From an optimization exercise on the open Yosys and OpenROAD flow, aimed at small area, a short achievable clock period and few clock cycles per item; shortcuts taken in it are not production practice. Function was checked by simulation only, so behaviour that the tests miss may differ from the original. Power figures rest on the tool's default switching activity, not on a simulated workload.

## flow/design.v

```verilog
`default_nettype none
package rv64_isa_pkg;
  typedef enum logic [6:0] {
    op_imm    = 7'b0010011,
    op_imm_32 = 7'b0011011,
    op        = 7'b0110011,
    op_32     = 7'b0111011,
    lui       = 7'b0110111,
    auipc     = 7'b0010111,
    load      = 7'b0000011,
    store     = 7'b0100011,
    jal       = 7'b1101111,
    jalr      = 7'b1100111,
    branch    = 7'b1100011,
    system    = 7'b1110011
  } opcode_e;
  localparam logic [2:0] F3_ADD_SUB = 3'b000;
  localparam logic [2:0] F3_SLL     = 3'b001;
  localparam logic [2:0] F3_SLT     = 3'b010;
  localparam logic [2:0] F3_SLTU    = 3'b011;
  localparam logic [2:0] F3_XOR     = 3'b100;
  localparam logic [2:0] F3_SRL_SRA = 3'b101;
  localparam logic [2:0] F3_OR      = 3'b110;
  localparam logic [2:0] F3_AND     = 3'b111;
  localparam logic [2:0] F3_BEQ  = 3'b000;
  localparam logic [2:0] F3_BNE  = 3'b001;
  localparam logic [2:0] F3_BLT  = 3'b100;
  localparam logic [2:0] F3_BGE  = 3'b101;
  localparam logic [2:0] F3_BLTU = 3'b110;
  localparam logic [2:0] F3_BGEU = 3'b111;
  localparam logic [2:0] F3_MUL    = 3'b000;
  localparam logic [2:0] F3_MULH   = 3'b001;
  localparam logic [2:0] F3_MULHSU = 3'b010;
  localparam logic [2:0] F3_MULHU  = 3'b011;
  localparam logic [6:0] F7_MULDIV = 7'b0000001;
  typedef struct packed {
    logic [6:0] funct7;
    logic [4:0] rs2;
    logic [4:0] rs1;
    logic [2:0] funct3;
    logic [4:0] rd;
    opcode_e    opcode;
  } r_fields_t;
  typedef struct packed {
    logic [11:0] imm12;   
    logic [4:0]  rs1;
    logic [2:0]  funct3;
    logic [4:0]  rd;
    opcode_e     opcode;
  } i_fields_t;
  typedef union packed {
    r_fields_t r_view;
    i_fields_t i_view;
  } instr_u;
endpackage
`default_nettype wire
`default_nettype none
package exu_pkg;
  localparam int XLEN = 64;
  typedef logic [XLEN-1:0] xlen_t;
  typedef struct packed {
    logic sel_sum;    
    logic clr_lsb;    
    logic sel_shr;    
    logic sel_shl;    
    logic sel_p;      
    logic sel_g;      
    logic sel_cmp;    
    logic word;       
    logic sh_arith;   
    logic inv;        
    logic c_eq;       
    logic c_lts;      
    logic c_ltu;      
    logic c_inv;      
  } alu_ctl_t;
  typedef struct packed {
    logic a_neg;       
    logic corr;        
    logic take_high;   
    logic word;        
  } mul_req_t;
endpackage
`default_nettype wire
`default_nettype none
module alu_op_decode (
  input  wire [31:0]            instr_i,
  input  wire exu_pkg::xlen_t   src_a_i,
  input  wire exu_pkg::xlen_t   src_b_i,
  output exu_pkg::alu_ctl_t     ctl_o,
  output logic                  is_mul_o,
  output exu_pkg::mul_req_t     mul_req_o,
  output exu_pkg::xlen_t        op_a_o,
  output exu_pkg::xlen_t        op_b_o
);
  logic [6:0] opcode;
  logic [2:0] f3;
  logic [6:0] f7;
  logic       is_op, is_opimm, is_op32, is_opimm32;
  logic       alu_rr, alu_rr32;
  logic       muldiv, muldiv32;
  logic       rev_a, zext_w, sext_w, inv_a, lui;
  logic       wshift;
  logic       zero_op;   
  exu_pkg::xlen_t a_rev;
  assign opcode = instr_i[6:0];
  assign f3     = instr_i[14:12];
  assign f7     = instr_i[31:25];
  assign is_op      = (opcode == 7'b0110011);
  assign is_opimm   = (opcode == 7'b0010011);
  assign is_op32    = (opcode == 7'b0111011);
  assign is_opimm32 = (opcode == 7'b0011011);
  assign muldiv     = is_op   && (f7 == 7'b0000001);
  assign muldiv32   = is_op32 && (f7 == 7'b0000001);
  assign alu_rr     = (is_op || is_opimm) && !muldiv;
  assign alu_rr32   = (is_op32 || is_opimm32) && !muldiv32;
  assign lui        = (opcode == 7'b0110111);
  assign zero_op = (src_a_i == '0) || (src_b_i == '0);
  always_comb begin
    ctl_o    = '0;
    is_mul_o = 1'b0;
    mul_req_o = '0;
    rev_a    = 1'b0;
    zext_w   = 1'b0;
    sext_w   = 1'b0;
    inv_a    = 1'b0;
    wshift   = 1'b0;
    if (muldiv) begin
      if (!f3[2]) begin
        is_mul_o            = !zero_op;
        mul_req_o.a_neg     = (f3 == 3'd1 || f3 == 3'd2) && src_a_i[63];
        mul_req_o.corr      = (f3 == 3'd2 || f3 == 3'd3) && src_b_i[63];
        mul_req_o.take_high = (f3 != 3'd0);
      end
    end else if (muldiv32) begin
      if (f3 == 3'd0) begin
        is_mul_o       = !zero_op;
        mul_req_o.word = 1'b1;
      end
    end else if (alu_rr) begin
      case (f3)
        3'd0: begin
          ctl_o.sel_sum = 1'b1;
          inv_a         = is_op && f7[5];
          ctl_o.inv     = is_op && f7[5];
        end
        3'd1: begin
          ctl_o.sel_shl = 1'b1;
          rev_a         = 1'b1;
        end
        3'd2: begin
          ctl_o.sel_cmp = 1'b1;
          ctl_o.c_lts   = 1'b1;
          inv_a         = 1'b1;
        end
        3'd3: begin
          ctl_o.sel_cmp = 1'b1;
          ctl_o.c_ltu   = 1'b1;
          inv_a         = 1'b1;
        end
        3'd4: ctl_o.sel_p = 1'b1;
        3'd5: begin
          ctl_o.sel_shr  = 1'b1;
          ctl_o.sh_arith = instr_i[30];
        end
        3'd6: begin
          ctl_o.sel_p = 1'b1;
          ctl_o.sel_g = 1'b1;
        end
        default: ctl_o.sel_g = 1'b1;
      endcase
    end else if (alu_rr32) begin
      case (f3)
        3'd0: begin
          ctl_o.sel_sum = 1'b1;
          ctl_o.word    = 1'b1;
          inv_a         = is_op32 && f7[5];
          ctl_o.inv     = is_op32 && f7[5];
        end
        3'd1: begin
          ctl_o.sel_shl = 1'b1;
          ctl_o.word    = 1'b1;
          rev_a         = 1'b1;
          wshift        = 1'b1;
        end
        3'd5: begin
          ctl_o.sel_shr  = 1'b1;
          ctl_o.word     = 1'b1;
          ctl_o.sh_arith = f7[5];
          sext_w         = f7[5];
          zext_w         = !f7[5];
          wshift         = 1'b1;
        end
        default: ;
      endcase
    end else begin
      case (opcode)
        7'b0110111,                           
        7'b0010111, 7'b0000011,
        7'b0100011, 7'b1101111: ctl_o.sel_sum = 1'b1;
        7'b1100111: begin
          ctl_o.sel_sum = 1'b1;
          ctl_o.clr_lsb = 1'b1;
        end
        7'b1100011: begin
          inv_a = 1'b1;
          case (f3)
            3'd0: begin ctl_o.sel_cmp = 1'b1; ctl_o.c_eq  = 1'b1; end
            3'd1: begin ctl_o.sel_cmp = 1'b1; ctl_o.c_eq  = 1'b1; ctl_o.c_inv = 1'b1; end
            3'd4: begin ctl_o.sel_cmp = 1'b1; ctl_o.c_lts = 1'b1; end
            3'd5: begin ctl_o.sel_cmp = 1'b1; ctl_o.c_lts = 1'b1; ctl_o.c_inv = 1'b1; end
            3'd6: begin ctl_o.sel_cmp = 1'b1; ctl_o.c_ltu = 1'b1; end
            3'd7: begin ctl_o.sel_cmp = 1'b1; ctl_o.c_ltu = 1'b1; ctl_o.c_inv = 1'b1; end
            default: ;
          endcase
        end
        default: ;
      endcase
    end
  end
  always_comb begin
    for (int i = 0; i < exu_pkg::XLEN; i++) a_rev[i] = src_a_i[exu_pkg::XLEN-1-i];
  end
  always_comb begin
    if (lui)         op_a_o = '0;
    else if (rev_a)  op_a_o = a_rev;
    else if (zext_w) op_a_o = {32'd0, src_a_i[31:0]};
    else if (sext_w) op_a_o = {{32{src_a_i[31]}}, src_a_i[31:0]};
    else if (inv_a)  op_a_o = ~src_a_i;
    else             op_a_o = src_a_i;
  end
  always_comb begin
    op_b_o = src_b_i;
    if (wshift) op_b_o[5] = 1'b0;   
  end
endmodule
`default_nettype wire
`default_nettype none
module int_alu (
  input  wire exu_pkg::alu_ctl_t ctl_i,
  input  wire exu_pkg::xlen_t    op_a_i,
  input  wire exu_pkg::xlen_t    op_b_i,
  input  wire [5:0]              shamt_i,    
  input  wire                    fill_i,     
  output exu_pkg::xlen_t         result_o
);
  localparam int XLEN = exu_pkg::XLEN;
  exu_pkg::xlen_t sum;
  logic           cout;
  exu_pkg::xlen_t shr;
  exu_pkg::xlen_t shl;
  logic           eq, lt_u, lt_s, cond;
  exu_pkg::xlen_t res;
  assign {cout, sum} = {1'b0, op_a_i} + {1'b0, op_b_i};
  assign eq   = &(op_a_i ^ op_b_i);
  assign lt_u = cout;
  assign lt_s = (op_a_i[XLEN-1] != op_b_i[XLEN-1]) ? lt_u : !op_a_i[XLEN-1];
  assign cond = ((ctl_i.c_eq & eq) | (ctl_i.c_lts & lt_s) | (ctl_i.c_ltu & lt_u)) ^ ctl_i.c_inv;
  assign shr = XLEN'($signed({fill_i, op_a_i}) >>> shamt_i);
  always_comb begin
    for (int i = 0; i < XLEN; i++) shl[i] = shr[XLEN-1-i];
  end
  always_comb begin
    res = ({XLEN{ctl_i.sel_sum}} & {sum[XLEN-1:1] ^ {(XLEN-1){ctl_i.inv}},
                                     (sum[0] ^ ctl_i.inv) & !ctl_i.clr_lsb})
        | ({XLEN{ctl_i.sel_shr}} & shr)
        | ({XLEN{ctl_i.sel_shl}} & shl)
        | ({XLEN{ctl_i.sel_p}} & (op_a_i ^ op_b_i))
        | ({XLEN{ctl_i.sel_g}} & (op_a_i & op_b_i))
        | {{(XLEN-1){1'b0}}, ctl_i.sel_cmp & cond};
    result_o = ctl_i.word ? {{32{res[31]}}, res[31:0]} : res;
  end
endmodule
`default_nettype wire
`default_nettype none
module shift_add_mul (
  input  wire exu_pkg::xlen_t    mcand_i,     
  input  wire                    a_neg_i,
  input  wire [3:0]              one_i,       
  input  wire [3:0]              two_i,       
  input  wire [3:0]              neg_i,       
  input  wire [3:0]              one_h_i,     
  input  wire [3:0]              two_h_i,
  input  wire [3:0]              neg_h_i,
  input  wire                    first_i,     
  input  wire                    corr_i,      
  input  wire [66:0]             acc_s_i,
  input  wire [66:0]             acc_c_i,
  input  wire [7:0]              ret_s_i,
  input  wire [7:0]              ret_c_i,
  input  wire                    low_ci_i,
  output logic [66:0]            acc_s_o,
  output logic [66:0]            acc_c_o,
  output logic [7:0]             ret_s_o,
  output logic [7:0]             ret_c_o,
  output logic                   low_ci_o,
  output logic [7:0]             prod_bits_o,  
  output exu_pkg::xlen_t         high_s_o,     
  output exu_pkg::xlen_t         high_c_o      
);
  localparam int TW = 75;
  typedef logic [TW-1:0] vec_t;
  function automatic [TW-1:0] csa_s(input [TW-1:0] x, input [TW-1:0] y, input [TW-1:0] z);
    csa_s = x ^ y ^ z;
  endfunction
  function automatic [TW-1:0] csa_c(input [TW-1:0] x, input [TW-1:0] y, input [TW-1:0] z);
    csa_c = {((x & y) | (x & z) | (y & z)), 1'b0};
  endfunction
  logic [66:0] fs_i, fc_i;
  logic [7:0]  rs_i, rc_i;
  logic        lc_i;
  logic [65:0] a1, a2;
  logic [65:0] rb [4];
  logic        n3;
  vec_t        u [4];
  vec_t        s1, c1, s2, c2, s3, c3, xs, xc;
  assign fs_i = first_i ? (67'd1 << 66) : acc_s_i;
  assign fc_i = first_i ? 67'd0 : acc_c_i;
  assign rs_i = ret_s_i;
  assign rc_i = ret_c_i;
  assign lc_i = low_ci_i;
  assign a1   = {a_neg_i, a_neg_i, mcand_i};
  assign a2   = {a_neg_i, mcand_i, 1'b0};
  assign n3   = neg_i[3];
  always_comb begin
    for (int j = 0; j < 4; j++) begin
      rb[j] = (({{33{one_h_i[j]}}, {33{one_i[j]}}} & a1) |
               ({{33{two_h_i[j]}}, {33{two_i[j]}}} & a2)) ^ {{33{neg_h_i[j]}}, {33{neg_i[j]}}};
    end
    u[0] = {1'b0, 2'b11, 1'b0, 1'b1, 1'b0, 1'b1, 1'b0, !rb[0][65], rb[0][65], rb[0][64:0]};
    u[1] = {7'd0, !rb[1][65], rb[1][64:0], n3, neg_i[0]};
    u[2] = {5'd0, !rb[2][65], rb[2][64:0], n3, neg_i[1], n3, n3};
    u[3] = {3'd0, !rb[3][65], rb[3][64:0], n3, neg_i[2], n3, n3, n3, n3};
  end
  always_comb begin
    s1 = csa_s(vec_t'(fs_i), vec_t'(fc_i), u[0]);
    c1 = csa_c(vec_t'(fs_i), vec_t'(fc_i), u[0]) | vec_t'(n3);
    s2 = csa_s(u[1], u[2], u[3]);
    c2 = csa_c(u[1], u[2], u[3]) | vec_t'(n3);
    s3 = csa_s(s1, c1, s2);
    c3 = csa_c(s1, c1, s2) | vec_t'(n3);
    xs = csa_s(s3, c3, c2);
    xc = csa_c(s3, c3, c2) | vec_t'(n3);
  end
  always_comb begin
    acc_s_o  = xs[TW-1:8];
    acc_c_o  = xc[TW-1:8];
    ret_s_o  = xs[7:0];
    ret_c_o  = xc[7:0];
    {low_ci_o, prod_bits_o} = {1'b0, rs_i} + {1'b0, rc_i} + {8'd0, lc_i};
  end
  exu_pkg::xlen_t corr;
  always_comb begin
    corr     = corr_i ? mcand_i : 64'd0;
    high_s_o = acc_s_i[63:0] ^ acc_c_i[63:0] ^ corr;
    high_c_o = {((acc_s_i[62:0] & acc_c_i[62:0]) | (acc_s_i[62:0] & corr[62:0]) |
                 (acc_c_i[62:0] & corr[62:0])), low_ci_o};
  end
endmodule
module booth_enc (
  input  wire [7:0]  bits_i,
  input  wire        prev_i,
  output logic [3:0] one_o,
  output logic [3:0] two_o,
  output logic [3:0] neg_o
);
  logic [8:0] b;
  assign b = {bits_i, prev_i};
  always_comb begin
    for (int j = 0; j < 4; j++) begin
      one_o[j] = b[2*j+1] ^ b[2*j];
      two_o[j] = (b[2*j+2] & !b[2*j+1] & !b[2*j]) | (!b[2*j+2] & b[2*j+1] & b[2*j]);
      neg_o[j] = b[2*j+2] & !(b[2*j+1] & b[2*j]);
    end
  end
endmodule
`default_nettype wire
`default_nettype none
module exec_unit (
  input  wire                       clk,
  input  wire                       arst_n_i,
  input  wire                       valid_i,
  input  wire [31:0]                instr_i,
  input  wire [63:0]                src_a_i,
  input  wire [63:0]                src_b_i,
  output logic [63:0]               result_o,
  output logic                      done_o,
  output logic                      ready_o
);
  localparam int K      = 8;
  localparam int NSTEP  = 64 / K;
  localparam int NSTEPW = 32 / K;
  localparam int CNT_W  = $clog2(NSTEP);
  exu_pkg::alu_ctl_t ctl_d, ctl_q, ctl_hi;
  exu_pkg::mul_req_t mreq_d, mreq_q;
  exu_pkg::xlen_t    op_a_d, op_b_d, op_a_q, op_b_q;
  logic [5:0]        shamt_q;   
  logic              fill_q;    
  exu_pkg::xlen_t    alu_res;
  logic              is_mul;
  logic              accept, accept_mul;
  logic              busy_q;   
  logic              busy_d;
  logic              alu_v_q;
  logic              mul_run_q, mul_fin_q;
  logic              fin_low, fin_high;
  logic [CNT_W-1:0]  cnt_q;
  logic              last_step;
  logic [66:0]       acc_s_q, acc_c_q, acc_s_d, acc_c_d;
  logic [K-1:0]      ret_s_q, ret_c_q, ret_s_d, ret_c_d;
  logic              low_ci_q, low_ci_d;
  logic              first_q;
  logic [3:0]        one_d, two_d, neg_d, one_q, two_q, neg_q;
  logic [3:0]        one_h_q, two_h_q, neg_h_q;   
  logic [K-1:0]      prod_bits;
  exu_pkg::xlen_t    high_s, high_c;
  exu_pkg::xlen_t    low_next;
  alu_op_decode alu_op_decode_inst (
    .instr_i   (instr_i),
    .src_a_i   (src_a_i),
    .src_b_i   (src_b_i),
    .ctl_o     (ctl_d),
    .is_mul_o  (is_mul),
    .mul_req_o (mreq_d),
    .op_a_o    (op_a_d),
    .op_b_o    (op_b_d)
  );
  assign accept     = valid_i & !busy_q;
  assign accept_mul = accept & is_mul;
  assign fin_low  = mul_fin_q & !mreq_q.take_high;
  assign fin_high = mul_fin_q & mreq_q.take_high;
  always_comb begin
    ctl_hi         = '0;
    ctl_hi.sel_sum = 1'b1;
  end
  always_ff @(posedge clk) begin
    if (!busy_q) begin
      op_a_q <= op_a_d;
      op_b_q <= op_b_d;
      mreq_q <= mreq_d;
    end else if (fin_high) begin
      op_a_q <= high_s;
      op_b_q <= high_c;
    end else begin
      op_b_q <= low_next;
    end
    ctl_q   <= busy_q ? ctl_hi : ctl_d;
    shamt_q <= op_b_d[5:0];
    fill_q  <= ctl_d.sh_arith & op_a_d[63];
  end
  assign last_step = mul_run_q &&
                     (cnt_q == (mreq_q.word ? CNT_W'(NSTEPW - 1) : CNT_W'(NSTEP - 1)));
  shift_add_mul shift_add_mul_inst (
    .mcand_i     (op_a_q),
    .a_neg_i     (mreq_q.a_neg),
    .one_i       (one_q),
    .two_i       (two_q),
    .neg_i       (neg_q),
    .one_h_i     (one_h_q),
    .two_h_i     (two_h_q),
    .neg_h_i     (neg_h_q),
    .first_i     (first_q),
    .corr_i      (mreq_q.corr),
    .acc_s_i     (acc_s_q),
    .acc_c_i     (acc_c_q),
    .ret_s_i     (ret_s_q),
    .ret_c_i     (ret_c_q),
    .low_ci_i    (low_ci_q),
    .acc_s_o     (acc_s_d),
    .acc_c_o     (acc_c_d),
    .ret_s_o     (ret_s_d),
    .ret_c_o     (ret_c_d),
    .low_ci_o    (low_ci_d),
    .prod_bits_o (prod_bits),
    .high_s_o    (high_s),
    .high_c_o    (high_c)
  );
  assign low_next = {prod_bits, op_b_q[63:K]};
  booth_enc booth_enc_inst (
    .bits_i (busy_q ? op_b_q[2*K-1:K] : src_b_i[K-1:0]),
    .prev_i (busy_q & op_b_q[K-1]),
    .one_o  (one_d),
    .two_o  (two_d),
    .neg_o  (neg_d)
  );
  always_ff @(posedge clk) begin
    acc_s_q  <= acc_s_d;
    acc_c_q  <= acc_c_d;
    ret_s_q  <= ret_s_d;
    ret_c_q  <= ret_c_d;
    low_ci_q <= !first_q & low_ci_d;
    one_q    <= one_d;
    two_q    <= two_d;
    neg_q    <= neg_d;
    one_h_q  <= {4{busy_q | accept_mul}} & one_d;
    two_h_q  <= {4{busy_q | accept_mul}} & two_d;
    neg_h_q  <= {4{busy_q | accept_mul}} & neg_d;
    first_q  <= accept_mul;
    cnt_q    <= accept_mul ? '0 : cnt_q + 1'b1;
  end
  assign busy_d = accept_mul | (mul_run_q & !(last_step & !mreq_q.take_high));
  always_ff @(posedge clk or negedge arst_n_i) begin
    if (!arst_n_i) begin
      mul_run_q <= 1'b0;
      mul_fin_q <= 1'b0;
      ready_o   <= 1'b0;
      busy_q    <= 1'b1;
    end else begin
      mul_run_q <= accept_mul | (mul_run_q & !last_step);
      mul_fin_q <= last_step;
      ready_o   <= !busy_d;
      busy_q    <= busy_d;
    end
  end
  int_alu int_alu_inst (
    .ctl_i    (ctl_q),
    .op_a_i   (op_a_q),
    .op_b_i   (op_b_q),
    .shamt_i  (shamt_q),
    .fill_i   (fill_q),
    .result_o (alu_res)
  );
  always_ff @(posedge clk) begin
    if (fin_low) begin
      result_o <= mreq_q.word ? {{32{low_next[63]}}, low_next[63:32]} : low_next;
    end else begin
      result_o <= alu_res;
    end
  end
  always_ff @(posedge clk or negedge arst_n_i) begin
    if (!arst_n_i) begin
      alu_v_q <= 1'b0;
      done_o  <= 1'b0;
    end else begin
      alu_v_q <= (accept & !is_mul) | fin_high;
      done_o  <= alu_v_q | fin_low;
    end
  end
endmodule
`default_nettype wire
```

## flow/run.sh

```bash
#!/bin/bash
# synth_recipe.tcl (not shown) runs the flow's synth.tcl, then flattens the netlist and writes it again
# the make line also repeats each setting of config.mk as NAME=value (left out here)
make -C /OpenROAD-flow-scripts/flow DESIGN_CONFIG=/design/flow/config.mk WORK_HOME=/design/flow/orfs CLKGATE_MAP_FILE= SYNTH_SCRIPT=/design/flow/synth_recipe.tcl finish
```

## flow/config.mk

```make
export PLATFORM = sky130hd
export DESIGN_NAME = exec_unit
export DESIGN_NICKNAME = exec_unit
export VERILOG_FILES = /design/flow/design.v
export SDC_FILE = /design/flow/constraint.sdc
export NUM_CORES = 4
export LEC_CHECK = 0
export ABC_AREA = 1
export CAP_MARGIN = 20
export CORE_MARGIN = 10
export CORE_UTILIZATION = 40
export PLACE_DENSITY = 0.6
export SETUP_SLACK_MARGIN = 3.5
export SLEW_MARGIN = 20
export TNS_END_PERCENT = 10
```

## flow/constraint.sdc

```tcl
create_clock -name core_clock -period 6.5 [get_ports {clk}]
set_input_delay 1.3000 -clock core_clock [delete_from_list [all_inputs] [get_ports {clk}]]
set_output_delay 1.3000 -clock core_clock [all_outputs]
set_load 0.01 [all_outputs]
```

==> results.py, run 1 <==
metrics = {
    "floorplanning": {
        "floorplan.rows": 118,
        "io_pins": 229,
        "placeableCoreArea_um2": 103000,
        "dieHeight_um": 343,
        "dieArea_um2": 117000,
        "die_w_um": 343,
        "start_util_pct": 40.3,
    },
    "route": {
        "drtIter0Drc": 6113,
        "wirelength_um": 221000,
        "drcViolationCount": 0,
        "wl_per_cell_um": 28.3,
        "vias_per_cell": 5.82,
        "via_count": 45500,
        "drtAntennaViolNets": 0,
        "dr.pass1.iters": 6,
    },
    "sta": {
        "drv_slew": 0,
        "fmax_mhz": 312,
        "rsz0062_at_grt": "true",
        "setup_viol": 0,
        "clock_skew_ns": 0.0636,
        "slew_headroom_pct": 22.9,
        "fin_crit_sh_pct": 49.3,
        "hold_violations": 0,
        "holdWs_ns": 0.430,
        "final.min_clock_period_ns": 3.20,
        "setup-tns-final_ns": 0,
        "worstMarginPinSlew_ns": 1.15,
    },
    "grt": {
        "grt_util_all_layers_pct": 36.0,
        "overflow": 0,
        "grt_pass1_vias": 42800,
        "grt_start_max_net_pins": 88,
        "antenna_found_initial": 16,
        "grt_first_pass_wirelength_um": 305000,
    },
    "clocking": {
        "clk_pin_slew_ns": 0.06,
        "cts-buffers-inserted": 50,
        "clockBufferDepth": 3,
        "h-tree-depth": 2,
        "clock_sinks": 396,
        "clkLatencyLatePin_ns": 0.70,
        "cts_tree": "built",
        "ctsRootBufferMaster": "clkbuf_16",
    },
    "layout": {
        "mostFrequentLayoutCell": "nand2_1",
        "area_growth_pct": 18.0,
        "final_util_pct": 47.5,
        "drive_gt1_share_pct": 9.28,
        "fin_nets": 6968,
        "seq_area_um2": 8680,
        "stdcell_count": 7817,
        "final_cell_mix": "nand2_1 (1336), inv_1 (1096), nand3_1 (698), nor2_1 (379), xor2_1 (329)",
        "fillers": 10800,
        "fin_area_um2": 49200,
        "multi_input_area_um2": 28300,
    },
    "power": {
        "intPower_mw": 6.71,
        "p_seq_share_pct": 27.2,
        "power_switching_mw": 5.43,
        "ir_drop_uv": 251,
        "power_leakage_nw": 24.6,
        "p_per_area_nw_per_um2": 247,
        "pwr-share-comb_pct": 47.9,
        "p_sw_share_pct": 44.7,
        "power_frac_clock_pct": 24.9,
    },
    "hold_path": {
        "min_path_type": "flop to flop",
    },
    "logic_synthesis": {
        "synth_edf_count": 68,
        "yosysTopAreaCell": "fa_1",
        "ys_seq_elements": 396,
        "syn_nets": 6787,
        "synth_cells": 6211,
        "syn-cell-area_um2": 41700,
        "yosysTopAreaCellShare_pct": 15.7,
        "syn_area_per_cell_um2": 6.71,
        "ys_async_sr_fraction_pct": 1.52,
        "seq_area_frac_synth_pct": 20.7,
        "synth.distinct_cells": 53,
        "yosys_warnings": 7,
        "synthTopCellsByArea": "fa_1 (16%), dfxtp_1 (15%), nand2_1 (12%), inv_1 (10%), nand3_1 (8.5%)",
        "ys.flop_type": "dfxtp_1",
    },
    "setup_path": {
        "worstPathCellList": "buf_4, ha_1, nand2_2, nor2_1, inv_1, nor2_4, nand3_1, nand3b_1, nand2_1, nand2_1, nand2_1, nand3_1, nand4_1, nand2_1, a21oi_2",
        "crit_path_frequent_cell": "nand2_1",
        "slowest_stage": "ha_1",
        "max_stage_delay_ns": 0.42,
        "crit_type": "flop to flop",
        "cp.arrival_ns": 3.73,
        "cp-start-kind": "flop",
        "r2r_setup_slack_ns": 3.30,
        "required_ns": 7.03,
        "end_kind": "flop",
        "critPathTopFamily": "simple AND/OR/NAND/NOR gates",
        "crit_buf_inv": 2,
        "cp_max_fo": 5,
    },
    "placed_design": {
        "place_congestion": 1.06,
        "dp.cells": 7561,
        "dpl.hpwl_um": 168000,
        "port_buffers": 213,
        "place_area_um2": 44800,
    },
    "status": {
        "status": "complete, no violations",
    },
    "flow_run": {
        "maxCapViolCount": 0,
    },
}
power groups by stage:
stage	registers (mW)	clock network (mW)	logic, mW
floorplan	3.21	0	3.30
global placement	3.40	0	5.30
detailed placement	3.41	0	5.37
CTS	3.31	3.04	5.57
global route	3.33	3.12	6.46
finish	3.30	3.02	5.82
kinds of logic (layout without fill, tap and decap cells):
kind of cell	count (synthesis)	in the layout	synth area share, %
compound gates	937	938	12.9
buf+inv	1460	1679	13.6
fa+ha+maj	413	413	18.3
mux	1	1	0.0270
simple gates	2651	2652	27.0
other cells	0	5	0
flops	396	396	20.7
xor+xnor	353	353	7.42
final timing paths:
path	depth (start not counted)	from	to
setup / recovery	15	op_a_q[20]	result_o[38]
hold / removal	1	cnt_q[0]	cnt_q[0]
setup reg to reg	15	op_a_q[20]	result_o[38]
hold reg to reg	1	cnt_q[0]	cnt_q[0]
max in group asynchronous	1	arst_n_i	busy_q
min in group asynchronous	1	arst_n_i	done_o
synthesized netlist by cell type (all sizes together) (3+ instances only):
master and number:
a31oi 3, ha 86, xor2 330, nor2 419
a21oi 247, a22o 26, nand3b 15, nand2 1379
a221oi 17, or2 12, fa 327, nor4 16
nor3 20, o22ai 278, and3 3, o21bai 7
clkbuf 209, edfxtp 68, o211ai 10, a21o 3
o21ai 335, xnor2 23, o2111ai 3, nand3 710
nand4 72, buf 115, inv 1128, and2 5
clkinv 8, dfrtp 5, dfxtp 322
metrics by stage:
stage          setup WS [ns]  power (mW)
6_report                3.30        12.1
2_1_floorplan           3.46        6.51
4_1_cts                 3.41        11.9
3_3_place_gp            1.65        8.70
5_1_grt                 3.33        12.9
3_5_place_dp            1.63        8.78
area by class of cell:
type	instances	area share [%]
multi-input cells	4357	57.5
flip-flops and latches	396	17.6
repair buffers	451	8.92
inverters	1136	8.87
well taps	1380	3.51
clock buffers	71	2.99
clock inverters	21	0.532
diodes	5	0.0254
flip-flops by register name (all words and copies together), names as in the netlist, 4 cells and up:
register / count
acc_c_q: 65
acc_s_q: 64
ctl_q: 13
mreq_q: 4
neg_h_q: 4
neg_q: 4
one_h_q: 4
one_q: 4
op_a_q: 64
op_b_q: 64
result_o: 64
ret_c_q: 8
ret_s_q: 8
shamt_q: 6
two_h_q: 4
two_q: 4
per-layer routing:
metal | share of wire [%] | routed length (um) | global-route usage, % | vias up
li1 | - | - | - | 20100
met1 | 38 | 84600 | 45.6 | 22000
met2 | 43 | 94700 | 54.4 | 2707
met3 | 10 | 22400 | 7.03 | 617
met4 | 8.7 | 19200 | 26.1 | 4
met5 | 0.011 | 24 | 0 | -
worst reg2reg max path: stages, from the launching register on:
cell      delay, ns
edfxtp_1       0.38
buf_4          0.20
ha_1           0.42
nand2_2        0.15
nor2_1         0.20
inv_1          0.10
nor2_4         0.23
nand3_1        0.12
nand3b_1       0.35
nand2_1        0.13
nand2_1        0.10
nand2_1        0.05
nand3_1        0.16
nand4_1        0.26
nand2_1        0.15
a21oi_2        0.06
what timing repair did:
action | 4_1_cts | 5_1_grt
cloned | 3 | 10
resized for setup | 161 | 175
endpoints found under the setup margin | 253 | 253
hold buffers | 0 | 0
pin swaps | 22 | 19
buffers inserted | 95 | 51
Testbench counts, summed over its fixed seeds: cycles 23,029, items 16,000.
==> inputs of run 2 (changes only) <==
--- a/flow/config.mk
+++ b/flow/config.mk
@@ -14,2 +14 @@
 export SLEW_MARGIN = 20
-export TNS_END_PERCENT = 10
==> run 2 against run 1 <==
Largest power group unchanged. Worst setup slack better by 0.13 ns. Highest routed layer unchanged. Critical path depth fell by 5. Maximum frequency up 4.2%. Clock-buffer cell count increased by 2. Final area is 2.8% higher. Sequential power about the same. Core utilization grew 1.3 points. Total power is 0.80% higher.
==> results.py, run 2 <==
metrics = {
    "floorplanning": {
        "dieHeight_um": 343,
        "placeableCoreArea_um2": 103000,
        "io_pins": 229,
        "die_w_um": 343,
        "start_util_pct": 40.3,
        "dieArea_um2": 117000,
        "floorplan.rows": 118,
    },
    "logic_synthesis": {
        "syn_nets": 6787,
        "yosysTopAreaCell": "fa_1",
        "syn-cell-area_um2": 41700,
        "yosysMostFrequentCell": "nand2_1",
        "synth_edf_count": 68,
        "ys.flop_type": "dfxtp_1",
        "yosys_warnings": 7,
        "ys_top_cells_by_count": "nand2_1 (1373), inv_1 (1121), nand3_1 (709)",
        "synthTopCellsByArea": "fa_1 (16%), dfxtp_1 (15%), nand2_1 (12%), inv_1 (10%), nand3_1 (8.5%)",
        "synth_cells": 6211,
        "syn_area_per_cell_um2": 6.71,
        "ys_async_sr_fraction_pct": 1.52,
        "yosysTopAreaCellShare_pct": 15.7,
        "ys_seq_elements": 396,
        "seq_area_frac_synth_pct": 20.7,
        "synth.distinct_cells": 53,
    },
    "clocking": {
        "h-tree-depth": 2,
        "clk_pin_slew_ns": 0.06,
        "cts-buffers-inserted": 49,
        "cts_tree": "built",
        "clkLatencyLatePin_ns": 0.68,
        "ctsRootBufferMaster": "clkbuf_16",
        "ctsHoldBuffers": 0,
        "clockBufferDepth": 3,
        "clock_sinks": 396,
    },
    "sta": {
        "final.min_clock_period_ns": 3.07,
        "setup-tns-final_ns": 0,
        "rsz0062_at_grt": "true",
        "layout_setup_ws_ns": 3.43,
        "setup_viol": 0,
        "hold_violations": 0,
        "worstMarginPinSlew_ns": 1.10,
        "drv_slew": 0,
        "fin_crit_sh_pct": 47.3,
        "fmax_mhz": 325,
        "slew_headroom_pct": 26.9,
        "clock_skew_ns": 0.0320,
    },
    "grt": {
        "grt_util_all_layers_pct": 36.4,
        "grt_pass1_vias": 43000,
        "antenna_found_initial": 15,
        "grt_first_pass_wirelength_um": 308000,
        "overflow": 0,
        "grt_start_max_net_pins": 79,
    },
    "power": {
        "p_seq_share_pct": 27.1,
        "intPower_mw": 6.80,
        "total_power_mw": 12.2,
        "power_leakage_nw": 25.0,
        "p_per_area_nw_per_um2": 242,
        "ir_drop_uv": 312,
        "p_sw_share_pct": 44.4,
        "power_frac_clock_pct": 24.4,
        "power_switching_mw": 5.43,
        "pwr-share-comb_pct": 48.5,
    },
    "route": {
        "wl_met3_um": 23000,
        "wl_met2_um": 95700,
        "topRoutingLayerUsed": "met5",
        "vias_per_cell": 5.81,
        "drtIter0Drc": 5546,
        "wl_met1_um": 85500,
        "dr.pass1.iters": 6,
        "drcViolationCount": 0,
        "wl_per_cell_um": 28.4,
        "via_count": 45500,
        "drtAntennaViolNets": 0,
        "wirelength_um": 223000,
    },
    "layout": {
        "final_util_pct": 48.9,
        "top_register": "acc_c_q",
        "largest_register_ffs": 65,
        "drive_gt1_share_pct": 12.2,
        "fillers": 10700,
        "fin_nets": 6982,
        "mostFrequentLayoutCell": "nand2_1",
        "final_cell_mix": "nand2_1 (1304), inv_1 (1061), nand3_1 (677), nor2_1 (376), fa_1 (326)",
        "area_growth_pct": 21.3,
        "stdcell_count": 7830,
    },
    "placed_design": {
        "place_worst_setup_slack_ns": 1.50,
        "dp.cells": 7554,
        "place_congestion": 1.05,
        "dpl.hpwl_um": 170000,
        "port_buffers": 213,
    },
    "status": {
        "status": "complete, no violations",
    },
    "setup_path": {
        "required_ns": 7.04,
        "max_stage_delay_ns": 0.56,
        "cp_max_fo": 3,
        "end_kind": "flop",
        "r2r_start": "op_a_q[27]",
        "cp-start-kind": "flop",
        "crit_path_frequent_cell": "fa_1",
        "slowest_stage": "fa_1",
        "cp.arrival_ns": 3.62,
        "startpoint": "op_a_q[27]",
        "worstPathCellList": "buf_6, buf_8, clkinvlp_4, buf_4, o22ai_1, xor2_1, fa_1, fa_1, inv_1, fa_1",
        "crit_type": "flop to flop",
    },
    "flow_run": {
        "maxCapViolCount": 0,
    },
    "hold_path": {
        "min_path_type": "flop to flop",
        "min_from": "cnt_q[0]",
    },
}
-- run 2: cell counts after synthesis --
No cell type changed its count.
-- run 2: path summary, 6_finish.rpt --
kind | endpoint | slack (ns) | cells after the start
max | acc_s_q[23] | 3.43 | 10
min | cnt_q[0] | 0.42 | 1
max reg2reg | acc_s_q[23] | 3.43 | 10
min reg2reg | cnt_q[0] | 0.42 | 1
max in group asynchronous | busy_q | 5.34 | 1
min in group asynchronous | done_o | 0.89 | 1
-- run 2: logic make-up (layout without fill, tap and decap cells) --
group | after synthesis | count (layout) | synth area share (%)
XOR/XNOR | 353 | 353 | 7.42
adder cells (fa/ha/maj) | 413 | 413 | 18.3
multiplexers | 1 | 1 | 0.0270
AND/OR/NAND/NOR | 2651 | 2651 | 27.0
flip-flops | 396 | 396 | 20.7
AO/OA/AOI/OAI | 937 | 937 | 12.9
buffers and inverters | 1460 | 1695 | 13.6
other | 0 | 4 | 0
-- run 2: worst max-delay path, delay by kind of cell (launching register included) --
kind | cells | cell delay [ns]
buf+inv | 5 | 0.64
fa+ha+maj | 3 | 1.50
xor+xnor | 1 | 0.23
compound gates | 1 | 0.23
flops | 1 | 0.34
-- run 2: repair_timing --
action / 4_1_cts / 5_1_grt
cloned: 7 / 2
pin swaps: 54 / 97
setup endpoints to repair: 285 / 237
buffers inserted: 127 / 45
gates resized for setup: 262 / 353
-- run 2: layer usage --
metal,track usage (%),up-vias
met5,0,-
met4,23.9,2
met3,6.97,621
met2,55.3,2774
met1,46.8,22000
li1,-,20100
-- run 2: power by group through the flow --
| stage | clock network (mW) | registers, mW | logic, mW |
|---|---|---|---|
| finish | 2.98 | 3.31 | 5.94 |
| global route | 3.10 | 3.34 | 6.53 |
| CTS | 3.01 | 3.31 | 5.57 |
| detailed placement | 0 | 3.41 | 5.32 |
| global placement | 0 | 3.41 | 5.27 |
| floorplan | 0 | 3.21 | 3.30 |
-- run 2: per-stage QoR --
stage / hold WS (ns) / instance area [um^2]
floorplan: 0.399 / 41700
global placement: 0.413 / 44700
detailed placement: 0.415 / 44800
CTS: 0.424 / 48700
global route: 0.438 / 50500
finish: 0.418 / 50600
-- run 2: layout make-up --
| cell class | count | area [um^2] | share of cell area [%] |
|---|---|---|---|
| clock buffer | 73 | 1480 | 2.93 |
| clock inverter | 18 | 241 | 0.478 |
| multi-input combinational | 4355 | 29100 | 57.6 |
| antenna | 4 | 10.0 | 0.0198 |
| inverter | 1136 | 4430 | 8.77 |
| tap | 1380 | 1730 | 3.42 |
| sequential | 396 | 8680 | 17.2 |
| timing repair buffer | 468 | 4880 | 9.65 |
==> inputs of run 3 (changes only) <==
--- a/flow/design.v
+++ b/flow/design.v
@@ -397,2 +397,3 @@
   logic [5:0]        shamt_q;   
+  exu_pkg::xlen_t    mcand_q;   
   logic              fill_q;    
@@ -437,11 +438,11 @@
     if (!busy_q) begin
-      op_a_q <= op_a_d;
-      op_b_q <= op_b_d;
-      mreq_q <= mreq_d;
+      op_b_q  <= op_b_d;
+      mreq_q  <= mreq_d;
+      mcand_q <= src_a_i;
     end else if (fin_high) begin
-      op_a_q <= high_s;
-      op_b_q <= high_c;
+      op_b_q  <= high_c;
     end else begin
-      op_b_q <= low_next;
+      op_b_q  <= low_next;
     end
+    op_a_q  <= busy_q ? high_s : op_a_d;
     ctl_q   <= busy_q ? ctl_hi : ctl_d;
@@ -453,3 +454,3 @@
   shift_add_mul shift_add_mul_inst (
-    .mcand_i     (op_a_q),
+    .mcand_i     (mcand_q),
     .a_neg_i     (mreq_q.a_neg),
--- a/flow/config.mk
+++ b/flow/config.mk
@@ -12,3 +12,3 @@
 export PLACE_DENSITY = 0.6
-export SETUP_SLACK_MARGIN = 3.5
+export SETUP_SLACK_MARGIN = 3.3
 export SLEW_MARGIN = 20
==> run 3 against run 2 <==
Still clean on timing, DRC and antenna. Total power grew 2.8%. First-iteration DRC count grew 10%. Die area grew 2.4%. Clock skew grew 0.024 ns. Non-clock buffer count shrank 148. Worst hold slack gained 0.0069 ns. Worst setup slack lost 0.21 ns. Sequential share of layout area grew 3.3 points. Critical path depth shrank 2. Final area shrank 3.0%. Cell count shrank 1.4%. Synthesized cell count grew 0.14%.
==> results.py, run 3 <==
metrics = {
    "setup_path": {
        "cp.arrival_ns": 3.75,
        "r2r_setup_slack_ns": 3.25,
        "crit_type": "primary input to flop",
        "r2r_start": "op_b_q[31]",
        "worstPathCellList": "clkdlybuf4s50_1, inv_1, nand4_1, nor4_1, nand4_1, nand4_1, buf_12, a21boi_0",
        "required_ns": 6.97,
        "cp_max_fo": 13,
        "max_stage_delay_ns": 0.74,
        "cp-start-kind": "primary input",
        "crit-reg2reg-capture": "result_o[57]",
        "crit_path_frequent_cell": "nand4_1",
        "r2r_cells": 11,
        "end_kind": "flop",
        "slowest_stage": "clkdlybuf4s50_1",
    },
    "layout": {
        "area_growth_pct": 14.7,
        "top_register": "acc_c_q",
        "drive_gt1_share_pct": 6.67,
        "multi_input_area_um2": 27900,
        "mostFrequentLayoutCell": "nand2_1",
        "final_cell_mix": "nand2_1 (1379), inv_1 (1045), nand3_1 (721), nor2_1 (393), xor2_1 (330)",
        "fillers": 11000,
        "seq_area_um2": 10000,
        "fin_nets": 6857,
        "final_util_pct": 46.4,
        "largest_register_ffs": 65,
        "fin_area_um2": 49000,
    },
    "route": {
        "dr.pass1.iters": 6,
        "wl_per_cell_um": 27.8,
        "wirelength_um": 214000,
        "drtAntennaViolNets": 0,
        "via_count": 44700,
        "drtIter0Drc": 6120,
        "drcViolationCount": 0,
        "vias_per_cell": 5.79,
    },
    "sta": {
        "clock_skew_ns": 0.0561,
        "hold_violations": 0,
        "fin_crit_sh_pct": 50.4,
        "worstMarginPinSlew_ns": 1.18,
        "fmax_mhz": 305,
        "slew_headroom_pct": 21.2,
        "setup_viol": 0,
        "final.min_clock_period_ns": 3.28,
        "setup-tns-final_ns": 0,
        "drv_slew": 0,
        "layout_setup_ws_ns": 3.22,
        "holdWs_ns": 0.424,
        "rsz0062_at_grt": "true",
    },
    "logic_synthesis": {
        "synth_xor_area_share_pct": 7.27,
        "syn-cell-area_um2": 42700,
        "synth-simple-area-share_pct": 26.8,
        "synth_fa_ha_area_share_pct": 17.8,
        "synthMuxAreaShare_pct": 0.0263,
        "ys.flop_type": "dfxtp_1",
        "synth_cells": 6220,
        "yosysTopAreaCell": "dfxtp_1",
        "synth_compound_area_share_pct": 12.3,
        "ys_seq_elements": 460,
        "yosys_warnings": 7,
        "synth_top_family_by_area": "simple AND/OR/NAND/NOR gates",
        "seq_area_frac_synth_pct": 23.2,
        "syn_area_per_cell_um2": 6.87,
        "yosysTopAreaCellShare_pct": 18.1,
        "synthTopCellsByArea": "dfxtp_1 (18%), fa_1 (15%), nand2_1 (12%), inv_1 (9.3%), nand3_1 (8.6%)",
        "synth.distinct_cells": 53,
        "syn_nets": 6796,
        "ys_top_cells_by_count": "nand2_1 (1394), inv_1 (1057), nand3_1 (733)",
        "synth_edf_count": 68,
        "ys_async_sr_fraction_pct": 1.30,
        "yosysMostFrequentCell": "nand2_1",
    },
    "hold_path": {
        "min_path_type": "flop to flop",
        "min_from": "cnt_q[0]",
        "min_to": "cnt_q[0]",
        "min_path_cells": 1,
    },
    "power": {
        "p_per_area_nw_per_um2": 257,
        "power_leakage_nw": 23.9,
        "ir_drop_uv": 260,
    },
    "floorplanning": {
        "die_w_um": 347,
        "start_util_pct": 40.4,
        "dieArea_um2": 120000,
        "io_pins": 229,
        "placeableCoreArea_um2": 106000,
        "dieHeight_um": 347,
        "floorplan.rows": 119,
    },
    "grt": {
        "grt_use_met1_pct": 42.4,
        "grt_start_max_net_pins": 83,
        "antenna_found_initial": 11,
        "grt_pass1_vias": 42400,
        "met2_usage_pct": 53.0,
        "overflow": 0,
        "grt_first_pass_wirelength_um": 300000,
        "busiest_layer": "met2",
        "grt_use_met3_pct": 7.64,
        "grt_util_all_layers_pct": 34.0,
    },
    "placed_design": {
        "place_congestion": 1.06,
        "place_area_um2": 45800,
        "dpl.hpwl_um": 167000,
        "place_worst_setup_slack_ns": 1.85,
        "port_buffers": 213,
    },
    "clocking": {
        "ctsRootBufferMaster": "clkbuf_16",
        "h-tree-depth": 2,
        "cts_tree": "built",
        "cts-buffers-inserted": 55,
        "clk_pin_slew_ns": 0.06,
        "clockBufferDepth": 3,
        "clkLatencyLatePin_ns": 0.72,
        "clock_sinks": 460,
    },
    "status": {
        "status": "complete, no violations",
    },
    "flow_run": {
        "maxCapViolCount": 0,
    },
}
[run 3: metal layers]
layer  part of all wire [%]  vias to the layer above
li1                       -                    20000
met1                     38                    21500
met2                     44                     2699
met3                     10                      590
met4                    7.8                       10
met5                  0.028                        -
[run 3: where the power goes]
part / switching [mW] / internal [mW] / leakage [nW] / total, mW
Combinational: 3.69 / 1.93 / 19.0 / 5.62
Clock: 1.45 / 1.90 / 0.939 / 3.35
Sequential: 0.261 / 3.35 / 4.01 / 3.61
[run 3: layout make-up]
class                      instances  share of cell area [%]
tap                             1391                    3.55
inverter                        1070                    8.34
antenna                            4                  0.0204
clock inverter                    21                   0.505
timing repair inverter             4                  0.0715
sequential                       460                    20.4
timing repair buffer             320                    6.72
multi-input combinational       4370                    56.9
clock buffer                      83                    3.46
[run 3: cells by family after synthesis]
group,count (synthesis)
and+or+nand+nor,2694
buffers and inverters,1393
AOI/OAI and AO/OA,904
DFF,460
adders and majority gates,413
xor gates and xnor gates,355
muxes,1
[run 3: timing repair]
| action | CTS | global route |
|---|---|---|
| gates cloned | 5 | 8 |
| resized for setup | 89 | 121 |
| pin swaps | 10 | 17 |
| hold buffers | 0 | 0 |
| setup endpoints to repair | 219 | 154 |
| buffers inserted | 15 | 21 |
[run 3: worst max path at each step]
| stage | start | end | slack, ns | depth (start not counted) |
|---|---|---|---|---|
| after global placement | instr_i[30] | op_a_q[54] | 1.84 | 13 |
| after CTS | op_a_q[38] | result_o[63] | 3.03 | 13 |
| final | src_b_i[0] | one_h_q[1] | 3.22 | 8 |
| after floorplan | neg_h_q[3] | acc_s_q[57] | 3.48 | 9 |
| after global routing | shamt_q[1] | result_o[26] | 3.20 | 14 |
| after detailed placement | instr_i[30] | op_a_q[54] | 1.85 | 13 |
[run 3: worst max-delay path, delay by kind of cell]
kind                   cells  cell delay [ns]
AOI/OAI and AO/OA          1             0.19
buffers and inverters      3             1.18
and+or+nand+nor            4             1.06
[run 3: per-stage QoR]
step,cells,power [mW]
finish,7723,12.6
detailed placement,7565,9.09
global placement,7563,8.98
global route,7719,13.4
floorplan,6220,6.90
CTS,7689,12.5
Testbench counts of run 3, summed over its fixed seeds: cycles 23,029, items 16,000.
==> inputs of run 4 (changes only) <==
--- a/flow/config.mk
+++ b/flow/config.mk
@@ -12,3 +12,3 @@
 export PLACE_DENSITY = 0.6
-export SETUP_SLACK_MARGIN = 3.3
+export SETUP_SLACK_MARGIN = 3.5
 export SLEW_MARGIN = 20
==> run 4 against run 3 <==
Die area is the same. Routed wire length rose by 1.8%. Global-route usage increased by 0.65 points. Largest power group unchanged. Synthesized cell count stayed put. Combinational power increased by 0.9%. Still clean. Clock-buffer cell count shrank 11. Highest routed layer unchanged. Via count grew 0.83%. Critical path type is now flop to flop. Worst setup slack better by 0.26 ns.
==> results.py, run 4 <==
metrics = {
    "logic_synthesis": {
        "yosys_warnings": 7,
        "yosysTopAreaCellShare_pct": 18.1,
        "synth.distinct_cells": 53,
        "synth_cells": 6220,
        "syn_nets": 6796,
        "ys.flop_type": "dfxtp_1",
        "yosysTopAreaCell": "dfxtp_1",
        "seq_area_frac_synth_pct": 23.2,
        "syn_area_per_cell_um2": 6.87,
        "syn-cell-area_um2": 42700,
        "yosysMostFrequentCell": "nand2_1",
        "ys_top_cells_by_count": "nand2_1 (1394), inv_1 (1057), nand3_1 (733)",
        "ys_seq_elements": 460,
        "synth_edf_count": 68,
        "synthTopCellsByArea": "dfxtp_1 (18%), fa_1 (15%), nand2_1 (12%), inv_1 (9.3%), nand3_1 (8.6%)",
        "ys_async_sr_fraction_pct": 1.30,
    },
    "hold_path": {
        "min_path_cells": 1,
        "min_from": "cnt_q[0]",
        "min_path_type": "flop to flop",
        "min_to": "cnt_q[0]",
    },
    "route": {
        "wl_per_cell_um": 28.2,
        "wirelength_um": 218000,
        "via_count": 45100,
        "vias_per_cell": 5.83,
        "drtAntennaViolNets": 0,
        "drtIter0Drc": 5708,
        "drcViolationCount": 0,
        "dr.pass1.iters": 7,
    },
    "grt": {
        "antenna_found_initial": 13,
        "grt_start_max_net_pins": 68,
        "grt_first_pass_wirelength_um": 305000,
        "overflow": 0,
        "grt_pass1_vias": 43100,
        "grt_util_all_layers_pct": 34.7,
    },
    "setup_path": {
        "crit_type": "flop to flop",
        "r2r_cells": 13,
        "end_kind": "flop",
        "crit-reg2reg-capture": "result_o[58]",
        "critPathTopFamily": "simple AND/OR/NAND/NOR gates",
        "worstPathCellList": "ha_2, nand2_1, nor2_4, inv_1, nor2_2, nand2_1, nor2_1, nand2_1, nand3_1, nand3_1, nand3_1, nand2_1, a21oi_1",
        "crit_buf_inv": 1,
        "slowest_stage": "ha_2",
        "cp.arrival_ns": 3.61,
        "max_stage_delay_ns": 0.43,
        "crit_path_frequent_cell": "nand2_1",
        "r2r_start": "op_b_q[32]",
        "required_ns": 7.09,
        "r2r_setup_slack_ns": 3.48,
        "cp-start-kind": "flop",
        "cp_max_fo": 5,
    },
    "power": {
        "p_sw_share_pct": 43.0,
        "pwr-share-comb_pct": 45.2,
        "power_switching_mw": 5.40,
        "intPower_mw": 7.15,
        "ir_drop_uv": 255,
        "power_leakage_nw": 24.2,
        "power_frac_clock_pct": 26.0,
        "p_seq_share_pct": 28.8,
        "p_per_area_nw_per_um2": 253,
    },
    "clocking": {
        "ctsHoldBuffers": 0,
        "h-tree-depth": 2,
        "clkLatencyLatePin_ns": 0.70,
        "clockBufferDepth": 3,
        "cts-buffers-inserted": 55,
        "clock_sinks": 460,
        "cts_tree": "built",
        "ctsRootBufferMaster": "clkbuf_16",
        "clk_pin_slew_ns": 0.07,
    },
    "sta": {
        "setup_viol": 0,
        "clock_skew_ns": 0.0478,
        "layout_setup_ws_ns": 3.48,
        "hold_violations": 0,
        "fin_crit_sh_pct": 46.5,
        "final.min_clock_period_ns": 3.02,
        "fmax_mhz": 331,
        "drv_slew": 0,
        "slew_headroom_pct": 29.3,
        "worstMarginPinSlew_ns": 1.06,
        "rsz0062_at_grt": "true",
        "setup-tns-final_ns": 0,
    },
    "layout": {
        "final_cell_mix": "nand2_1 (1370), inv_1 (1043), nand3_1 (710), nor2_1 (376), xor2_1 (330)",
        "top_register": "acc_c_q",
        "largest_register_ffs": 65,
        "mostFrequentLayoutCell": "nand2_1",
        "final_util_pct": 47.0,
        "area_growth_pct": 16.3,
        "fin_nets": 6874,
        "drive_gt1_share_pct": 8.46,
    },
    "status": {
        "status": "complete, no violations",
    },
    "floorplanning": {
        "start_util_pct": 40.4,
        "placeableCoreArea_um2": 106000,
        "floorplan.rows": 119,
        "die_w_um": 347,
        "dieArea_um2": 120000,
        "dieHeight_um": 347,
        "io_pins": 229,
    },
    "placed_design": {
        "dpl.hpwl_um": 169000,
        "port_buffers": 213,
        "place_congestion": 1.04,
        "place_worst_setup_slack_ns": 1.46,
    },
    "flow_run": {
        "maxCapViolCount": 0,
    },
}
run 4: changes by cell type in the layout (fill, tap and decap cells not counted), sizes merged, moves of 8 or more:
| cell | change |
|---|---|
| buf | +15 |
| clkbuf | -10 |
| clkdlybuf4s50 | -20 |
| clkinv | +9 |
| dlygate4sd2 | +8 |
| dlymetal6s2s | +12 |
run 4: layer usage:
metal	vias up	wire (um)	global-route usage, %
met5	-	54	0
met3	703	22100	7.10
met2	2816	94500	53.8
met4	8	19400	25.2
li1	20000	-	-
met1	21600	82200	42.6
run 4: logic make-up (layout without fill, tap and decap cells):
group           count (synthesis)  count (layout)  share of synthesized area, %
fa+ha+maj                     413             413                          17.8
xor+xnor                      355             355                          7.27
buf+inv                      1393            1514                          12.6
flops                         460             460                          23.2
compound gates                904             905                          12.3
mux                             1               1                        0.0263
other cells                     0               5                             0
simple gates                 2694            2696                          26.8
run 4: cell type report:
cell class                 count  area, um^2
tap                         1391        1740
multi-input combinational   4370       28300
fill                       10900       56000
timing repair buffer         335        3550
clock buffer                  72        1570
timing repair inverter         6        56.3
clock inverter                31         277
antenna                        5        12.5
inverter                    1070        4110
sequential                   460       10100
run 4: what timing repair did:
| action | CTS | global route |
|---|---|---|
| gates cloned | 7 | 8 |
| pin swaps | 18 | 26 |
| gates resized for setup | 206 | 193 |
| endpoints found under the setup margin | 276 | 187 |
| setup buffers | 26 | 29 |
run 4: worst max path at each step:
stage | from | to | slack [ns] | depth (start not counted)
after floorplan | neg_q[1] | acc_s_q[17] | 3.58 | 8
after global placement | instr_i[30] | op_a_q[5] | 1.54 | 11
after detailed placement | instr_i[30] | op_a_q[5] | 1.46 | 11
after CTS | instr_i[28] | op_a_q[5] | 3.46 | 15
after global routing | op_a_q[4] | result_o[63] | 3.44 | 16
final | op_b_q[32] | result_o[58] | 3.48 | 13
run 4: power groups by stage:
stage | sequential (mW) | combinational (mW) | clock (mW)
after floorplan | 3.51 | 3.38 | 0
final | 3.62 | 5.67 | 3.26
after global routing | 3.63 | 6.36 | 3.40
after global placement | 3.64 | 5.40 | 0
after detailed placement | 3.65 | 5.48 | 0
after CTS | 3.59 | 5.56 | 3.30
run 4: stage by stage:
stage               instances  total power, mW  instance area, um^2  hold slack, ns
floorplan                6220             6.90                42700           0.399
global placement         7562             9.05                45800           0.408
detailed placement       7562             9.13                45800           0.419
CTS                      7698             12.5                48600           0.427
global route             7735             13.4                49700           0.466
finish                   7740             12.6                49700           0.425
==> inputs of run 5 (changes only) <==
--- a/flow/config.mk
+++ b/flow/config.mk
@@ -7,3 +7,2 @@
 export LEC_CHECK = 0
-export ABC_AREA = 1
 export CAP_MARGIN = 20
==> run 5 against run 4 <==
Worst hold slack barely moved. Cell count decreased by 21%. Still clean on timing, DRC and antenna. Synthesized area shrank 4.8%. Die area fell by 4.6%. Via count is 14% lower. Sequential cell count stayed put. Highest routed layer unchanged. Critical path type unchanged. Sequential power grew 2%.
==> results.py, run 5 <==
metrics = {
    "status": {
        "status": "complete, no violations",
    },
    "hold_path": {
        "min_to": "cnt_q[0]",
        "min_from": "cnt_q[0]",
        "min_path_cells": 1,
        "min_path_type": "flop to flop",
    },
    "sta": {
        "rsz0062_at_grt": "true",
        "slew_headroom_pct": 27.9,
        "hold_violations": 0,
        "drv_slew": 0,
        "clock_skew_ns": 0.0268,
        "fin_crit_sh_pct": 59.4,
        "worstMarginPinSlew_ns": 1.08,
        "fmax_mhz": 259,
        "setup_viol": 0,
        "setup-tns-final_ns": 0,
        "final.min_clock_period_ns": 3.86,
    },
    "route": {
        "wl_per_cell_um": 34.1,
        "drtAntennaViolNets": 0,
        "wirelength_um": 209000,
        "drtIter0Drc": 5246,
        "vias_per_cell": 6.33,
        "dr.pass1.iters": 8,
        "via_count": 38900,
        "drcViolationCount": 0,
    },
    "logic_synthesis": {
        "yosysMostFrequentCell": "inv_1",
        "ys_seq_elements": 460,
        "synthTopCellsByArea": "dfxtp_1 (19%), fa_1 (16%), xor2_1 (5.6%), a22oi_1 (5.2%), edfxtp_1 (5.0%)",
        "yosysTopAreaCellShare_pct": 19.0,
        "synth_edf_count": 68,
        "syn_area_per_cell_um2": 8.74,
        "ys.flop_type": "dfxtp_1",
        "syn_nets": 5231,
        "syn-cell-area_um2": 40700,
        "synth.distinct_cells": 85,
        "yosysTopAreaCell": "dfxtp_1",
        "ys_top_cells_by_count": "inv_1 (493), dfxtp_1 (386), nand2_1 (381)",
        "seq_area_frac_synth_pct": 24.4,
        "synth_cells": 4655,
        "yosys_warnings": 7,
        "ys_async_sr_fraction_pct": 1.30,
    },
    "setup_path": {
        "cp-start-kind": "flop",
        "r2r_start": "shamt_q[0]",
        "crit-reg2reg-capture": "result_o[61]",
        "cp.arrival_ns": 4.41,
        "r2r_setup_slack_ns": 2.64,
        "cp_max_fo": 7,
        "r2r_cells": 13,
        "required_ns": 7.05,
        "crit_type": "flop to flop",
        "end_kind": "flop",
    },
    "clocking": {
        "clock_sinks": 460,
        "clk_pin_slew_ns": 0.06,
        "h-tree-depth": 2,
        "ctsHoldBuffers": 0,
        "clkLatencyLatePin_ns": 0.70,
        "ctsRootBufferMaster": "clkbuf_16",
        "clockBufferDepth": 3,
        "cts_tree": "built",
        "cts-buffers-inserted": 57,
    },
    "power": {
        "p_per_area_nw_per_um2": 272,
        "ir_drop_uv": 310,
        "power_leakage_nw": 19.9,
        "total_power_mw": 13.5,
    },
    "layout": {
        "drive_gt1_share_pct": 18.4,
        "largest_register_ffs": 65,
        "top_register": "acc_c_q",
        "mostFrequentLayoutCell": "inv_1",
        "area_growth_pct": 21.6,
        "fillers": 9732,
        "seq_area_um2": 10100,
        "multi_input_area_um2": 29400,
        "final_cell_mix": "inv_1 (490), nand2_1 (369), dfxtp_1 (332), fa_1 (326), nor2_1 (308)",
        "fin_nets": 5306,
        "final_util_pct": 49.3,
    },
    "placed_design": {
        "port_buffers": 213,
        "place_congestion": 1.07,
        "dpl.hpwl_um": 154000,
    },
    "floorplanning": {
        "placeableCoreArea_um2": 100000,
        "dieArea_um2": 115000,
        "start_util_pct": 40.5,
        "dieHeight_um": 339,
        "io_pins": 229,
        "floorplan.rows": 116,
        "die_w_um": 339,
    },
    "grt": {
        "grt_first_pass_wirelength_um": 290000,
        "grt_pass1_vias": 37600,
        "grt_util_all_layers_pct": 34.7,
        "overflow": 0,
        "grt_start_max_net_pins": 71,
        "antenna_found_initial": 5,
    },
    "flow_run": {
        "maxCapViolCount": 0,
    },
}
==> run 5: changes by cell type after synthesis, sizes merged, moves of 83 or more <==
cell    change
a22oi     +280
clkbuf    +143
inv       -572
mux2       +87
mux2i      +92
nand2    -1016
nand3     -693
nor2       -83
o22ai     -196
xnor2     +170
==> run 5: worst max path at each step <==
stage                     start      endpoint  slack, ns  cells past startpoint
finish               shamt_q[0]  result_o[61]       2.64                     13
global route         shamt_q[0]  result_o[61]       2.61                     13
CTS                  shamt_q[0]  result_o[55]       2.70                     14
detailed placement  instr_i[14]    op_a_q[32]       1.86                     12
global placement      op_a_q[2]  result_o[59]       1.85                     11
floorplan            shamt_q[0]  result_o[38]       3.28                     12
==> run 5: cell type report <==
cell class	count	area share [%]
Timing Repair Buffer	429	8.69
Multi-Input combinational cell	3282	59.4
Inverter	499	3.81
Sequential cell	460	20.3
Tap cell	1357	3.43
Clock inverter	39	1.01
Clock buffer	68	3.24
Timing Repair inverter	1	0.0152
Antenna cell	6	0.0304
==> run 5: repair_timing <==
action | CTS | global route
endpoints found under the setup margin | 283 | 191
buffers inserted | 73 | 31
endpoints found under the hold margin | 0 | 0
cloned | 7 | 5
resized for setup | 423 | 244
pin swaps | 62 | 68
==> run 5: through the flow <==
stage | hold slack, ns | cell area [um^2] | cells | setup slack (ns)
final | 0.425 | 49500 | 6141 | 2.64
after global routing | 0.457 | 49500 | 6135 | 2.61
after CTS | 0.426 | 48300 | 6099 | 2.70
after detailed placement | 0.421 | 43900 | 5912 | 1.86
after global placement | 0.408 | 43900 | 5912 | 1.85
after floorplan | 0.399 | 40900 | 4655 | 3.28
==> run 5: critical path, cell delays in order, from the launching register on <==
cell and delay (ns):
dfxtp_4 0.37, buf_12 0.15, buf_6 0.11, mux4_2 0.54, mux4_2 0.50, o22a_4 0.28
and3_4 0.16, or4b_4 0.49, nor3b_4 0.35, a21oi_4 0.07, buf_12 0.18, nor2_4 0.20
and4_1 0.24, a31oi_1 0.08
==> run 5: logic make-up after synthesis <==
| group | count (synthesis) | share of synthesized area (%) |
|---|---|---|
| XOR/XNOR | 454 | 9.78 |
| flip-flops | 460 | 24.4 |
| buffers and inverters | 913 | 8.56 |
| AND/OR/NAND/NOR | 970 | 10.5 |
| AO/OA/AOI/OAI | 1193 | 19.3 |
| adder cells (fa/ha/maj) | 414 | 18.8 |
| multiplexers | 251 | 8.71 |
==> run 5: metal layers <==
metal | track usage (%) | share of wire [%]
met5 | 0 | 0.018
met4 | 22.7 | 8.1
met3 | 11.3 | 12
met2 | 49.9 | 42
met1 | 44.1 | 38
==> run 5: power by group <==
group          switching (mW)  internal, mW  total [mW]
registers               0.357          3.33        3.69
logic                    3.89          2.27        6.16
clock network            1.49          2.13        3.62
==> inputs of run 6 (changes only) <==
--- a/flow/config.mk
+++ b/flow/config.mk
@@ -7,2 +7,3 @@
 export LEC_CHECK = 0
+export ABC_AREA = 1
 export CAP_MARGIN = 20
@@ -11,3 +12,3 @@
 export PLACE_DENSITY = 0.6
-export SETUP_SLACK_MARGIN = 3.5
+export SETUP_SLACK_MARGIN = 3.4
 export SLEW_MARGIN = 20
==> run 6 against run 5 <==
Via count up 15%. Non-clock buffer count down 100. Worst hold slack got worse by 0.0013 ns. Clock skew increased by 0.030 ns. Critical endpoint is now result_o[0].
==> results.py, run 6 <==
metrics = {
    "route": {
        "dr.pass1.iters": 9,
        "wirelength_um": 214000,
        "wl_per_cell_um": 27.7,
        "drtAntennaViolNets": 0,
        "drtIter0Drc": 5875,
        "via_count": 44600,
        "vias_per_cell": 5.76,
        "drcViolationCount": 0,
    },
    "grt": {
        "overflow": 0,
        "grt_first_pass_wirelength_um": 301000,
        "grt_start_max_net_pins": 83,
        "antenna_found_initial": 8,
        "grt_util_all_layers_pct": 34.2,
        "grt_pass1_vias": 42500,
    },
    "logic_synthesis": {
        "syn-cell-area_um2": 42700,
        "yosys_warnings": 7,
        "synth.distinct_cells": 53,
        "yosysTopAreaCell": "dfxtp_1",
        "synth_cells": 6220,
        "ys_top_cells_by_count": "nand2_1 (1394), inv_1 (1057), nand3_1 (733)",
        "ys.flop_type": "dfxtp_1",
        "synth_edf_count": 68,
        "yosysTopAreaCellShare_pct": 18.1,
        "ys_async_sr_fraction_pct": 1.30,
        "synthTopCellsByArea": "dfxtp_1 (18%), fa_1 (15%), nand2_1 (12%), inv_1 (9.3%), nand3_1 (8.6%)",
        "seq_area_frac_synth_pct": 23.2,
        "ys_seq_elements": 460,
        "yosysMostFrequentCell": "nand2_1",
        "syn_area_per_cell_um2": 6.87,
        "syn_nets": 6796,
    },
    "status": {
        "status": "complete, no violations",
    },
    "clocking": {
        "cts_tree": "built",
        "h-tree-depth": 2,
        "ctsRootBufferMaster": "clkbuf_16",
        "clkLatencyLatePin_ns": 0.72,
        "clockBufferDepth": 3,
        "clk_pin_slew_ns": 0.06,
        "clock_sinks": 460,
        "cts-buffers-inserted": 55,
    },
    "power": {
        "power_frac_clock_pct": 26.6,
        "p_sw_share_pct": 42.9,
        "pwr-share-comb_pct": 44.8,
        "power_leakage_nw": 24.1,
        "p_per_area_nw_per_um2": 255,
        "total_power_mw": 12.6,
        "intPower_mw": 7.19,
        "p_seq_share_pct": 28.6,
        "ir_drop_uv": 259,
        "power_switching_mw": 5.41,
    },
    "setup_path": {
        "end_kind": "flop",
        "cp.arrival_ns": 3.73,
        "cp-start-kind": "flop",
        "crit_type": "flop to flop",
        "r2r_setup_slack_ns": 3.30,
        "endpoint": "result_o[0]",
        "r2r_cells": 13,
        "required_ns": 7.04,
        "r2r_start": "op_b_q[63]",
        "crit-reg2reg-capture": "result_o[0]",
        "startpoint": "op_b_q[63]",
        "cp_max_fo": 6,
    },
    "floorplanning": {
        "dieArea_um2": 120000,
        "io_pins": 229,
        "placeableCoreArea_um2": 106000,
        "die_w_um": 347,
        "dieHeight_um": 347,
        "start_util_pct": 40.4,
        "floorplan.rows": 119,
    },
    "sta": {
        "drv_slew": 0,
        "rsz0062_at_grt": "true",
        "hold_violations": 0,
        "worstMarginPinSlew_ns": 0.988,
        "fin_crit_sh_pct": 49.2,
        "slew_headroom_pct": 34.1,
        "final.min_clock_period_ns": 3.20,
        "clock_skew_ns": 0.0567,
        "setup_viol": 0,
        "fmax_mhz": 313,
        "setup-tns-final_ns": 0,
    },
    "hold_path": {
        "min_path_type": "flop to flop",
        "min_from": "cnt_q[0]",
        "min_path_cells": 1,
    },
    "layout": {
        "drive_gt1_share_pct": 7.40,
        "final_cell_mix": "nand2_1 (1377), inv_1 (1043), nand3_1 (722), nor2_1 (390), xor2_1 (329)",
        "largest_register_ffs": 65,
        "fin_nets": 6866,
        "area_growth_pct": 15.4,
        "mostFrequentLayoutCell": "nand2_1",
        "top_register": "acc_c_q",
    },
    "placed_design": {
        "place_congestion": 1.06,
        "dpl.hpwl_um": 167000,
        "port_buffers": 213,
    },
    "flow_run": {
        "maxCapViolCount": 0,
    },
}
==> run 6: final cells by class <==
cell class              instances  area [um^2]
clock inverters                21          248
clock buffers                  83         1700
inverters                    1070         4110
fillers                     11000        56400
multi-input cells            4370        28000
repair inverters                4         32.5
repair buffers                329         3450
diodes                          4         10.0
well taps                    1391         1740
flip-flops and latches        460        10000
==> run 6: cells by family after synthesis <==
family	synth area share, %
XOR/XNOR	7.27
adder cells (fa/ha/maj)	17.8
buffers and inverters	12.6
flip-flops	23.2
multiplexers	0.0263
AO/OA/AOI/OAI	12.3
AND/OR/NAND/NOR	26.8
==> run 6: metal layers <==
layer	global-route usage (%)	up-vias	routed length, um
met5	0	-	35
met1	42.4	21400	80700
met4	22.7	6	17100
li1	-	20000	-
met2	52.8	2652	93700
met3	7.86	576	22700
==> run 6: critical path, cell delays in order, from the launching register on <==
cell and delay [ns]:
dfxtp_1 0.63, ha_2 0.49, a21oi_1 0.27, o21ai_0 0.12, a21oi_1 0.19, nand2_1 0.09
a21oi_1 0.33, nand2_1 0.27, nand2_1 0.15, nand3_1 0.07, nand3_1 0.15, nand2_1 0.11
nand2_1 0.07, nand2_1 0.11
==> run 6: timing repair <==
item,CTS,global route
setup endpoints to repair,222,175
setup buffers,24,20
gates cloned,9,5
pin swaps,15,23
hold buffers,0,0
resized for setup,146,152
==> run 6: worst min path at each step <==
stage	end	slack, ns
global route	cnt_q[0]	0.45
detailed placement	cnt_q[0]	0.42
finish	cnt_q[0]	0.42
floorplan	cnt_q[0]	0.40
global placement	cnt_q[0]	0.41
CTS	cnt_q[0]	0.43
==> run 6: power groups by stage <==
stage          combinational [mW]  sequential, mW  clock, mW
5_1_grt                      6.29            3.62       3.48
3_3_place_gp                 5.34            3.64          0
4_1_cts                      5.54            3.59       3.38
6_report                     5.64            3.61       3.35
2_1_floorplan                3.38            3.51          0
3_5_place_dp                 5.45            3.64          0
==> run 6: per-stage QoR <==
stage	util [%]	std cells	hold WS, ns	setup slack (ns)	cell area, um^2
after floorplan	-	6220	0.399	3.48	42700
after global placement	43.3	7563	0.413	1.84	45800
after detailed placement	43.3	7565	0.419	1.85	45800
after CTS	45.9	7702	0.428	3.14	48600
after global routing	46.7	7728	0.452	3.25	49300
final	46.7	7732	0.424	3.30	49300

Check on run 6: ideal ports give 3.304 ns setup slack; a clkbuf_16 on the clock port and buf_2 on the inputs give 3.304 ns; moving port delays by the midpoint clock arrival (0.768 ns) as well gives 2.672 ns.
